This design comes from an exercise in tuning for small area, a short achievable clock period and few clock cycles per item on the open sky130 flow, not from production work. The RTL was checked by simulation tests, not by an equivalence proof against the original design. Power figures rest on the tool's default switching activity, not on a simulated workload.

==> design.v <==
package spq_pkg;
    localparam int DEF_PRIORITY_LEVELS = 8;
    localparam int DEF_QUEUE_DEPTH     = 16;
    localparam int DEF_TAG_WIDTH       = 16;
    localparam int DEF_MAX_SEND        = 32;
    localparam int PRIO_W = 3;
    localparam int SEND_W = 6;
    localparam int QLEN_W = 4;
    localparam logic [QLEN_W-1:0] QLEN_RESET = 4'd15;
    localparam logic ACT_RECEIVE = 1'b0;
    localparam logic ACT_SEND    = 1'b1;
endpackage
module spq_tag_ram #(
    parameter int DATA_W = 16,
    parameter int LEVELS = 8,
    parameter int SLOTS  = 15
) (
    input  logic                                  i_clk,
    input  logic                                  i_wr_en,
    input  logic [$clog2(LEVELS)-1:0]             i_wr_lvl,
    input  logic [$clog2(SLOTS)-1:0]              i_wr_slot,
    input  logic [DATA_W-1:0]                     i_wr_data,
    input  logic [LEVELS-1:0][$clog2(SLOTS)-1:0]  i_rd_slot,
    input  logic [LEVELS-1:0]                     i_rd_lvl_oh,
    output logic [DATA_W-1:0]                     o_rd_data
);
    logic [DATA_W-1:0] r_mem [LEVELS][SLOTS];
    always_ff @(posedge i_clk) begin
        for (int l = 0; l < LEVELS; l++) begin
            for (int s = 0; s < SLOTS; s++) begin
                if (i_wr_en && (i_wr_lvl == l) && (i_wr_slot == s)) begin
                    r_mem[l][s] <= i_wr_data;
                end
            end
        end
    end
    logic [DATA_W-1:0] lvl_data [LEVELS];
    always_comb begin
        o_rd_data = '0;
        for (int l = 0; l < LEVELS; l++) begin
            lvl_data[l] = '0;
            for (int s = 0; s < SLOTS; s++) begin
                lvl_data[l] = lvl_data[l] | (r_mem[l][s] & {DATA_W{i_rd_slot[l] == s}});
            end
            o_rd_data = o_rd_data | (lvl_data[l] & {DATA_W{i_rd_lvl_oh[l]}});
        end
    end
endmodule
module strict_priority_packet_queue #(
    parameter int PRIORITY_LEVELS = spq_pkg::DEF_PRIORITY_LEVELS,
    parameter int QUEUE_DEPTH     = spq_pkg::DEF_QUEUE_DEPTH,
    parameter int TAG_WIDTH       = spq_pkg::DEF_TAG_WIDTH,
    parameter int MAX_SEND        = spq_pkg::DEF_MAX_SEND
) (
    input  logic i_clk,
    input  logic i_rst_n,
    input  logic i_s_axis_tvalid,
    output logic o_s_axis_tready,
    input  logic [((spq_pkg::PRIO_W+TAG_WIDTH+spq_pkg::SEND_W+7)/8)*8-1:0] i_s_axis_tdata,
    input  logic i_s_axis_tuser,
    output logic o_m_axis_tvalid,
    input  logic i_m_axis_tready,
    output logic [((TAG_WIDTH+spq_pkg::PRIO_W+7)/8)*8-1:0] o_m_axis_tdata,
    output logic o_m_axis_tlast,
    input  logic                        i_cfg_wr_en,
    input  logic [spq_pkg::QLEN_W-1:0]  i_cfg_wr_data
);
    localparam int LEVELS     = PRIORITY_LEVELS;
    localparam int LVL_W      = (LEVELS > 1) ? $clog2(LEVELS) : 1;
    localparam int SLOTS      = QUEUE_DEPTH - 1;            
    localparam int SLOT_W     = $clog2(SLOTS);
    localparam int CNT_W      = $clog2(SLOTS + 1);
    localparam int TOT_W      = $clog2(SLOTS * LEVELS + 1);
    localparam int W_W        = $clog2(MAX_SEND + 1);
    localparam int OUT_DATA_W = ((TAG_WIDTH + spq_pkg::PRIO_W + 7) / 8) * 8;
    localparam int SENDS      = 4;                          
    function automatic logic [SLOT_W-1:0] ring_add(input logic [SLOT_W-1:0] a,
                                                   input logic [CNT_W-1:0]  b);
        logic [SLOT_W+1:0] sum;
        sum = {2'b00, a} + {1'b0, b};
        if (sum >= (SLOT_W+2)'(SLOTS)) begin
            sum = sum - (SLOT_W+2)'(SLOTS);
        end
        ring_add = sum[SLOT_W-1:0];
    endfunction
    function automatic logic [SLOT_W-1:0] ring_sub(input logic [SLOT_W-1:0] a,
                                                   input logic [CNT_W-1:0]  b);
        logic [SLOT_W+1:0] dif;
        dif = {2'b00, a} - {1'b0, b};
        if ({1'b0, a} < b) begin
            dif = dif + (SLOT_W+2)'(SLOTS);
        end
        ring_sub = dif[SLOT_W-1:0];
    endfunction
    function automatic logic [SLOT_W-1:0] ring_inc(input logic [SLOT_W-1:0] a);
        ring_inc = (a == SLOT_W'(SLOTS - 1)) ? '0 : a + SLOT_W'(1);
    endfunction
    logic [spq_pkg::QLEN_W-1:0] r_max_len;
    logic [CNT_W-1:0]      r_count [LEVELS];    
    logic [CNT_W-1:0]      r_used  [LEVELS];    
    logic [TOT_W-1:0]      r_above [LEVELS];    
    logic [SLOT_W-1:0]     r_rdp   [LEVELS];    
    logic [SLOT_W-1:0]     r_tail  [LEVELS];
    logic [CNT_W-1:0]      r_cur   [LEVELS];    
    logic                  r_it_v;
    logic                  r_it_send;
    logic [LVL_W-1:0]      r_it_lvl;
    logic [TAG_WIDTH-1:0]  r_it_tag;
    logic [W_W-1:0]        r_it_w;
    logic [spq_pkg::QLEN_W-1:0] r_it_lim;
    logic                  r_c_act;
    logic [SLOT_W-1:0]     r_c_src;
    logic [SLOT_W-1:0]     r_c_dst;
    logic [SLOT_W-1:0]     r_c_rd;        
    logic                  r_c_tag;       
    logic                  r_c_pend;
    logic [TAG_WIDTH-1:0]  r_c_data;
    logic [SENDS-1:0]      r_snd_v;
    logic [W_W-1:0]        r_snd_n [SENDS];
    logic                  r_out_valid;
    logic [TAG_WIDTH-1:0]  r_out_tag;
    logic [spq_pkg::PRIO_W-1:0] r_out_prio;
    logic                  r_out_last;
    logic [LEVELS-1:0] live;         
    logic [LEVELS-1:0] resv;         
    logic [LEVELS-1:0] curm;         
    logic [LEVELS-1:0] pend;         
    logic [LEVELS-1:0] rmask;        
    logic [CNT_W-1:0]  res_n [LEVELS];
    logic              cur_empty;
    logic [LEVELS-1:0] live_above;   
    logic [LVL_W-1:0]  rd_lvl;       
    logic [LEVELS-1:0] rd_oh;        
    always_comb begin
        rd_lvl = '0;
        for (int l = 0; l < LEVELS; l++) begin
            live[l]  = (r_count[l] != '0);
            res_n[l] = r_used[l] - r_count[l];
            resv[l]  = (r_used[l] != r_count[l]);
            curm[l]  = (r_cur[l] != '0);
            pend[l]  = (res_n[l] != r_cur[l]);
        end
        cur_empty = (curm == '0);
        rmask     = cur_empty ? resv : curm;
        for (int l = 0; l < LEVELS; l++) begin
            if (rmask[l]) begin
                rd_lvl = LVL_W'(l);
            end
        end
        rd_oh[LEVELS-1] = rmask[LEVELS-1];
        for (int l = LEVELS - 2; l >= 0; l--) begin
            rd_oh[l] = rmask[l] && !(rmask[LEVELS-1:0] >> (l + 1));
        end
        live_above[LEVELS-1] = 1'b0;
        for (int l = LEVELS - 2; l >= 0; l--) begin
            live_above[l] = live_above[l+1] || live[l+1];
        end
    end
    logic [CNT_W-1:0]  it_cnt;
    logic [CNT_W-1:0]  it_used;
    logic [SLOT_W-1:0] it_tail;
    assign it_cnt  = r_count[r_it_lvl];
    assign it_used = r_used[r_it_lvl];
    assign it_tail = r_tail[r_it_lvl];
    logic it_rcv, it_snd;
    assign it_rcv = r_it_v && !r_it_send && !r_c_act;
    assign it_snd = r_it_v &&  r_it_send && !r_c_act;
    logic             rcv_cmp;
    logic             rcv_app;
    logic             rcv_cmp_go;
    logic [CNT_W-1:0] rcv_keep;         
    logic [CNT_W-1:0] rcv_drop;         
    assign rcv_cmp    = (it_cnt != '0) && (it_cnt >= CNT_W'(r_it_lim));
    assign rcv_app    = it_rcv && !rcv_cmp && (it_used != CNT_W'(SLOTS));
    assign rcv_cmp_go = it_rcv && rcv_cmp;
    assign rcv_keep   = (it_cnt >> 1) + CNT_W'(1);
    assign rcv_drop   = it_cnt - rcv_keep;
    logic [W_W-1:0]  snd_n;             
    logic            snd_wait;
    logic            snd_go;
    logic            sfifo_full;
    assign snd_n      = (TOT_W'(r_it_w) <= r_above[0]) ? r_it_w : W_W'(r_above[0]);
    assign sfifo_full = r_snd_v[SENDS-1];
    assign snd_wait   = (!cur_empty && ((pend & live_above) != '0)) || sfifo_full;
    assign snd_go     = it_snd && (snd_n != '0) && !snd_wait;
    logic rd_go;
    logic rd_last;
    assign rd_go   = (rmask != '0) && !r_c_act && (!r_out_valid || i_m_axis_tready);
    assign rd_last = (r_snd_n[0] == W_W'(1));
    logic it_done;
    always_comb begin
        it_done = 1'b0;
        if (r_c_act) begin
            it_done = (r_c_rd == '0) && !(r_c_pend && r_c_tag);
        end else if (r_it_v && !r_it_send) begin
            it_done = rcv_app || (rcv_cmp && (it_cnt == CNT_W'(1)));
        end else if (r_it_v) begin
            it_done = (snd_n == '0) || !snd_wait;
        end
    end
    assign o_s_axis_tready = !r_it_v || it_done;
    logic                 ram_wr_en;
    logic [SLOT_W-1:0]    ram_wr_slot;
    logic [TAG_WIDTH-1:0] ram_wr_data;
    logic [LEVELS-1:0]    ram_rd_lvl_oh;
    logic [LEVELS-1:0][SLOT_W-1:0] ram_rd_slot;
    logic [TAG_WIDTH-1:0] ram_rd_data;
    always_comb begin
        ram_wr_en   = rcv_app;
        ram_wr_slot = it_tail;
        ram_wr_data = r_it_tag;
        if (r_c_act) begin
            ram_wr_en   = (r_c_pend || ((r_c_rd == '0) && r_c_tag));
            ram_wr_slot = r_c_dst;
            ram_wr_data = r_c_pend ? r_c_data : r_it_tag;
        end
        for (int l = 0; l < LEVELS; l++) begin
            ram_rd_slot[l]   = (r_c_act && (r_it_lvl == LVL_W'(l))) ? r_c_src : r_rdp[l];
            ram_rd_lvl_oh[l] = r_c_act ? (r_it_lvl == LVL_W'(l)) : rd_oh[l];
        end
    end
    spq_tag_ram #(
        .DATA_W (TAG_WIDTH),
        .LEVELS (LEVELS),
        .SLOTS  (SLOTS)
    ) u_tag_ram (
        .i_clk     (i_clk),
        .i_wr_en   (ram_wr_en),
        .i_wr_lvl  (r_it_lvl),
        .i_wr_slot (ram_wr_slot),
        .i_wr_data (ram_wr_data),
        .i_rd_lvl_oh (ram_rd_lvl_oh),
        .i_rd_slot (ram_rd_slot),
        .o_rd_data (ram_rd_data)
    );
    logic [CNT_W-1:0] n_count [LEVELS];
    logic [CNT_W-1:0] n_used  [LEVELS];
    logic [TOT_W-1:0] n_above [LEVELS];
    always_comb begin
        for (int l = 0; l < LEVELS; l++) begin
            n_count[l] = r_count[l];
            n_used[l]  = r_used[l] - CNT_W'(rd_go && (rd_lvl == LVL_W'(l)));
            n_above[l] = r_above[l];
            if (snd_go) begin
                n_above[l] = (r_above[l] > TOT_W'(r_it_w)) ? r_above[l] - TOT_W'(r_it_w) : '0;
                if (n_above[l] < TOT_W'(r_count[l])) begin
                    n_count[l] = CNT_W'(n_above[l]);
                end
            end
            if (rcv_app) begin
                if (r_it_lvl == LVL_W'(l)) begin
                    n_count[l] = r_count[l] + CNT_W'(1);
                    n_used[l]  = n_used[l] + CNT_W'(1);
                end
                if (r_it_lvl >= LVL_W'(l)) begin
                    n_above[l] = r_above[l] + TOT_W'(1);
                end
            end
            if (rcv_cmp_go) begin
                if (r_it_lvl == LVL_W'(l)) begin
                    n_count[l] = rcv_keep;
                    n_used[l]  = n_used[l] - rcv_drop;
                end
                if (r_it_lvl >= LVL_W'(l)) begin
                    n_above[l] = r_above[l] - TOT_W'(rcv_drop);
                end
            end
        end
    end
    logic [SLOT_W-1:0] c_head;
    assign c_head = ring_sub(it_tail, it_cnt);
    logic             snd_pop;
    logic [SENDS-1:0] after_pop;
    logic [SENDS-1:0] push_at;
    assign snd_pop   = rd_go && rd_last;
    assign after_pop = snd_pop ? (r_snd_v >> 1) : r_snd_v;
    assign push_at   = after_pop ^ {after_pop[SENDS-2:0], 1'b1};
    logic in_xfer;
    assign in_xfer = i_s_axis_tvalid && o_s_axis_tready;
    always_ff @(posedge i_clk) begin
        if (!i_rst_n) begin
            r_max_len   <= spq_pkg::QLEN_RESET;
            r_it_v      <= 1'b0;
            r_c_act     <= 1'b0;
            r_snd_v     <= '0;
            r_out_valid <= 1'b0;
            for (int l = 0; l < LEVELS; l++) begin
                r_count[l] <= '0;
                r_used[l]  <= '0;
                r_above[l] <= '0;
                r_rdp[l]   <= '0;
                r_cur[l]   <= '0;
                r_tail[l]  <= '0;
            end
        end else begin
            if (i_cfg_wr_en) begin
                r_max_len <= i_cfg_wr_data;
            end
            if (in_xfer) begin
                r_it_v    <= 1'b1;
                r_it_send <= (i_s_axis_tuser == spq_pkg::ACT_SEND);
                r_it_lvl  <= i_s_axis_tdata[LVL_W-1:0];
                r_it_tag  <= i_s_axis_tdata[spq_pkg::PRIO_W +: TAG_WIDTH];
                r_it_w    <= (i_s_axis_tdata[spq_pkg::PRIO_W+TAG_WIDTH +: spq_pkg::SEND_W]
                              > spq_pkg::SEND_W'(MAX_SEND))
                             ? W_W'(MAX_SEND)
                             : W_W'(i_s_axis_tdata[spq_pkg::PRIO_W+TAG_WIDTH +: spq_pkg::SEND_W]);
                r_it_lim  <= r_max_len;
            end else if (it_done) begin
                r_it_v    <= 1'b0;
            end
            for (int l = 0; l < LEVELS; l++) begin
                if (rd_go || cur_empty) begin
                    r_cur[l] <= (cur_empty ? res_n[l] : r_cur[l])
                                - CNT_W'(rd_go && (rd_lvl == LVL_W'(l)));
                end
                r_count[l] <= n_count[l];
                r_used[l]  <= n_used[l];
                r_above[l] <= n_above[l];
            end
            if (rcv_app) begin
                r_tail[r_it_lvl] <= ring_inc(it_tail);
            end
            if (rd_go) begin
                r_rdp[rd_lvl] <= ring_inc(r_rdp[rd_lvl]);
            end
            if (rcv_cmp_go) begin
                r_tail[r_it_lvl] <= ring_sub(it_tail, rcv_drop);
            end
            if (rcv_cmp_go && (it_cnt != CNT_W'(1))) begin
                r_c_act   <= 1'b1;
                r_c_src   <= ring_add(c_head, CNT_W'(2));
                r_c_dst   <= ring_inc(c_head);
                r_c_rd    <= SLOT_W'((it_cnt - CNT_W'(1)) >> 1);
                r_c_tag   <= !it_cnt[0];
                r_c_pend  <= 1'b0;
            end
            if (r_c_act) begin
                r_c_pend <= r_c_rd != '0;
                if (r_c_rd != '0) begin
                    r_c_data <= ram_rd_data;
                    r_c_src  <= ring_add(r_c_src, CNT_W'(2));
                    r_c_rd   <= r_c_rd - SLOT_W'(1);
                end
                if (ram_wr_en) begin
                    r_c_dst  <= ring_inc(r_c_dst);
                end
                if (it_done) begin
                    r_c_act  <= 1'b0;
                end
            end
            r_snd_v <= (snd_go) ? (after_pop | push_at) : after_pop;
            for (int k = 0; k < SENDS; k++) begin
                if (snd_pop) begin
                    if (k < SENDS - 1) begin
                        r_snd_n[k] <= r_snd_n[k+1];
                    end
                end else if (k == 0 && rd_go) begin
                    r_snd_n[0] <= r_snd_n[0] - W_W'(1);
                end
                if (snd_go && push_at[k]) begin
                    r_snd_n[k] <= snd_n;
                end
            end
            if (rd_go) begin
                r_out_valid <= 1'b1;
            end else if (i_m_axis_tready) begin
                r_out_valid <= 1'b0;
            end
        end
    end
    always_ff @(posedge i_clk) begin
        if (rd_go) begin
            r_out_tag  <= ram_rd_data;
            r_out_prio <= spq_pkg::PRIO_W'(rd_lvl);
            r_out_last <= rd_last;
        end
    end
    assign o_m_axis_tvalid = r_out_valid;
    assign o_m_axis_tdata  = OUT_DATA_W'({r_out_prio, r_out_tag});
    assign o_m_axis_tlast  = r_out_last;
endmodule
==> run.sh <==
#!/bin/bash
# synth_recipe.tcl (not shown) runs the flow's synth.tcl, then flattens the netlist and writes it again
# the make line also repeats each setting of config.mk as NAME=value (left out here)
make -C /OpenROAD-flow-scripts/flow DESIGN_CONFIG=/design/flow/config.mk WORK_HOME=/design/flow/orfs CLKGATE_MAP_FILE= SYNTH_SCRIPT=/design/flow/synth_recipe.tcl finish
==> config.mk <==
export PLATFORM = sky130hd
export DESIGN_NAME = strict_priority_packet_queue
export DESIGN_NICKNAME = strict_priority_packet_queue
export VERILOG_FILES = /design/flow/design.v
export SDC_FILE = /design/flow/constraint.sdc
export NUM_CORES = 4
export LEC_CHECK = 0
export CAP_MARGIN = 20
export CORE_MARGIN = 2
export CORE_UTILIZATION = 40
export SLEW_MARGIN = 20
==> constraint.sdc <==
create_clock -name core_clock -period 6.5 [get_ports {i_clk}]
set_input_delay 1.3000 -clock core_clock [delete_from_list [all_inputs] [get_ports {i_clk}]]
set_output_delay 1.3000 -clock core_clock [all_outputs]
set_load 0.01 [all_outputs]
==> results.txt <==
==> state kept, by name (all words and copies together) (netlist names), 6 cells and up, named ones only <==
register and flops:
r_above 56, r_used 32, r_rdp 32, u_tag_ram.r_mem 1920
r_out_tag 16, r_cur 32, r_it_tag 16, r_c_data 16
r_count 32, r_snd_n 24, r_tail 32, r_it_w 6
==> report_power, final <==
group	internal, mW	switching (mW)	total [mW]
combinational	3.94	7.85	11.8
clock	7.32	5.73	13.1
sequential	16.5	0.498	17.0
==> worst paths after layout <==
kind	from	to	slack (ns)	depth (start not counted)
max	r_it_lvl[1]	o_s_axis_tready	0.30	15
min	r_max_len[3]	r_it_lim[3]	0.43	0
max reg2reg	r_count[6][2]	r_used[4][3]	0.45	25
min reg2reg	r_max_len[3]	r_it_lim[3]	0.43	0
==> synthesized netlist by cell type (14+ instances only) <==
library cell	n	share of area (%)
o22ai_1	29	0.19
o21ai_1	38	0.20
or3_1	21	0.14
ha_1	250	3.2
a222oi_1	130	1.3
a22o_1	179	1.6
a211oi_1	51	0.40
xnor2_1	146	1.3
nand2_1	242	0.94
nor2b_1	42	0.27
dfxtp_1	166	3.4
o21bai_1	14	0.11
and2_1	31	0.20
o31ai_1	39	0.30
inv_1	167	0.65
a21oi_1	203	1.1
and3_1	114	0.74
nand3_1	196	1.0
xor2_1	90	0.81
mux2_2	43	0.50
edfxtp_1	2088	65
a221oi_1	181	1.6
nand2b_1	48	0.31
mux2_1	24	0.28
nor2_1	561	2.2
o41ai_1	19	0.17
fa_1	34	0.70
clkbuf_1	238	0.92
o21a_1	20	0.16
a21o_1	61	0.47
o211ai_1	22	0.17
buf_2	34	0.18
a22oi_1	432	3.4
nor4_1	27	0.17
mux2i_1	85	0.88
a31oi_1	93	0.60
nor3_1	72	0.37
o21ai_0	152	0.79
nor3b_1	23	0.18
nand4_1	92	0.60
==> cell type report <==
| cell class | count | area (sq um) |
|---|---|---|
| Antenna cell | 3 | 7.507 |
| Clock buffer | 260 | 5793 |
| Clock inverter | 155 | 1628 |
| Fill cell | 21050 | 129300 |
| Inverter | 176 | 665.6 |
| Multi-Input combinational cell | 4036 | 29590 |
| Sequential cell | 2254 | 66020 |
| Tap cell | 3185 | 3985 |
| Timing Repair Buffer | 442 | 3517 |
==> cell usage in the layout, fill, tap and decap left out, drive strengths merged, types with 21 or more instances in the layout <==
master | synthesis | routed
fa | 34 | 34
or3 | 21 | 21
nand4 | 94 | 94
nor2 | 563 | 563
nand2b | 49 | 49
mux2i | 86 | 86
buf | 51 | 387
mux2 | 68 | 68
clkbuf | 238 | 260
bufinv | 0 | 23
a31oi | 93 | 93
nand2 | 245 | 245
a211oi | 53 | 53
a222oi | 130 | 130
o31ai | 39 | 39
nor3 | 75 | 75
a21oi | 205 | 205
nor2b | 42 | 42
clkinv | 0 | 118
nand3 | 197 | 197
a221oi | 181 | 181
o22ai | 29 | 29
xor2 | 92 | 92
clkdlybuf4s50 | 0 | 54
inv | 176 | 181
nor3b | 24 | 24
edfxtp | 2088 | 2088
o21ai | 190 | 190
and2 | 32 | 32
a21o | 61 | 61
a22oi | 432 | 432
a22o | 179 | 179
dfxtp | 166 | 166
nor4 | 36 | 36
and3 | 114 | 114
o211ai | 24 | 24
ha | 250 | 250
xnor2 | 147 | 147
==> timing repair <==
action / 4_1_cts / 5_1_grt
hold buffers: 0 / 0
gates resized for setup: 7 / 0
setup endpoints to repair: 1 / 0
setup buffers: 5 / 0
==> cell families (layout without fill, tap and decap cells) <==
| group | after synthesis | count (layout) | synth area share [%] |
|---|---|---|---|
| multiplexers | 164 | 164 | 1.931 |
| AND/OR/NAND/NOR | 1553 | 1553 | 7.930 |
| buffers and inverters | 465 | 1033 | 1.894 |
| adder cells (fa/ha/maj) | 284 | 284 | 3.938 |
| AO/OA/AOI/OAI | 1787 | 1787 | 13.75 |
| XOR/XNOR | 243 | 243 | 2.292 |
| other | 1 | 8 | 0.003877 |
| flip-flops | 2254 | 2254 | 68.26 |
==> worst max-delay path: cells and delay by family (launching register included) <==
kind	cells	cell delay, ns
AO/OA/AOI/OAI	8	1.95
buffers and inverters	4	0.88
AND/OR/NAND/NOR	2	0.56
flip-flops	1	0.36
adder cells (fa/ha/maj)	1	0.31
==> through the flow <==
step / total power, mW / util, % / std cells / setup WS [ns]
2_1_floorplan: 24.03 / - / 6755 / 1.088
3_3_place_gp: 28.69 / 43.10 / 10090 / 0.4347
3_5_place_dp: 28.84 / 43.10 / 10090 / 0.3871
4_1_cts: 41.82 / 46.21 / 10510 / 0.2820
5_1_grt: 43.34 / 46.23 / 10510 / 0.1308
6_report: 41.84 / 46.23 / 10510 / 0.3037
==> metal layers <==
layer | GRT usage, % | vias to the layer above | part of all wire [%]
li1 | - | 27890 | -
met1 | 34.02 | 33080 | 41
met2 | 39.01 | 3524 | 46
met3 | 4.904 | 591 | 9.8
met4 | 8.841 | 4 | 3.7
met5 | 0 | - | 0.011
==> metrics.yaml <==
logic_synthesis:
  synth-main-ff-cell: "edfxtp_1"
  yosysWarningCount: 13
  async_flop_share_pct: 0
  synth.distinct_cells: 112
  postSynthCellCount: 6751
  ys_seq_elements: 2254
  synth-edff-count: 2088
  syn-cell-area_sq_mm: 0.09673
  ys_seq_area_share_pct: 68.26
  syn_area_per_cell_sq_um: 14.33
routing:
  drtPass1Iterations: 8
  wl_um: 311600
  ant_nets: 0
  drt_iter0_drc: 9346
  post_drt_wl_per_cell_um: 29.65
  vias: 65080
  drc: 0
  via_per_inst: 6.192
clock_network:
  cts_buffers: 226
  cts_buffer_depth: 3
  htree_levels: 4
  cts_tree: "built"
  clk_pin_slew_ns: 0.06
  insertion_delay_ns: 0.89
  clock-sinks: 2254
  ctsRootBufferMaster: "clkbuf_16"
placement:
  io_buffers: 56
  dp_hpwl_um: 193900
  gp_congestion: 0.9153
  placed_area_sq_mm: 0.1037
sta:
  hold_ws_ns: 0.4349
  tightestPinTransition_ns: 1.171
  hold_viol_final: 0
  maxSlewViolCount: 0
  finalSetupTns_ns: 0
  rsz0062_at_grt: "false"
  setup_viol: 0
  maxSlewHeadroom_pct: 21.65
  skew_ns: 0.09111
  fmax_mhz: 161.4
  period_share_pct: 95.33
  period_minus_slack_ns: 6.196
outcome:
  status: "complete, no violations"
worst_setup_path:
  path_max_fanout: 18
  worstPathRequired_ns: 5.20
  crit_path_top_delay_cell: "o32a_2"
  path_class: "reg2out"
  cp_slowest_stage_delay_ns: 0.48
  crit_chain: "buf_4 > buf_4 > nor3b_1 > buf_4 > a22o_1 > o32a_2 > ha_1 > a21o_1 > a21o_1 > a21o_1 > a211o_1 > o311a_1 > or3_1 > o211ai_4 > dlygate4sd2_1"
  end_kind: "primary output"
  setup.worst_path.start_class: "register"
  worstPathArrival_ns: 4.90
power_and_ir_drop:
  powerDensity_mw_per_mm2: 376.2
  vdd_ir_drop_max_mv: 0.3131
  leakagePower_nw: 36.88
floorplan:
  die_x_um: 495.7
  start_util_pct: 40.21
  fp.dieH_um: 495.7
  fp.coreArea_sq_mm: 0.2405
  io_pins: 69
  die-area_sq_mm: 0.2458
  rows: 180
global_routing:
  grt_pass1_vias: 62580
  grt_overflow: 0
  antenna_found_initial: 6
  grt_max_degree: 106
  grt_use_total_pct: 24.73
  grt_pass1_wl_um: 443700
cells_and_area:
  drive_gt1_share_pct: 13.61
  area_growth_pct: 14.97
  final_nets: 7462
  stdcell_area_sq_mm: 0.1112
run:
  cap_violations: 0
hold_path:
  holdCritPathClass: "reg2reg"
Testbench counts, summed over its fixed seeds: cycles 5,018, items 4,800.

-- separate check: timing with driven ports --
No port has a modelled driver above. Below, the same layout with a new extraction and two added sets of constraints.
Step 1 sets driving cells, clkbuf_16 on the clock port and buf_2 on the other inputs (assumed; they add their load-dependent delay and slew).
Step 2, shift: input delay + t, output delay - t, t = (earliest + latest rising clock arrival at the registers) / 2. This alone moves slack from input paths to output paths.
a / b / c = ideal ports / drivers / drivers and shift; a / b = the first two.
shift t [ns]: 0.950
slack for setup (ns): 0.304 / 0.213 / 0.451
hold slack, ns: 0.435 / 0.435 / 0.435
worst setup path at the end: register to register
After both steps setup and hold are still met in this run. For this run, drivers alone change the setup slack by -0.091 ns; drivers and shift together by +0.147 ns.
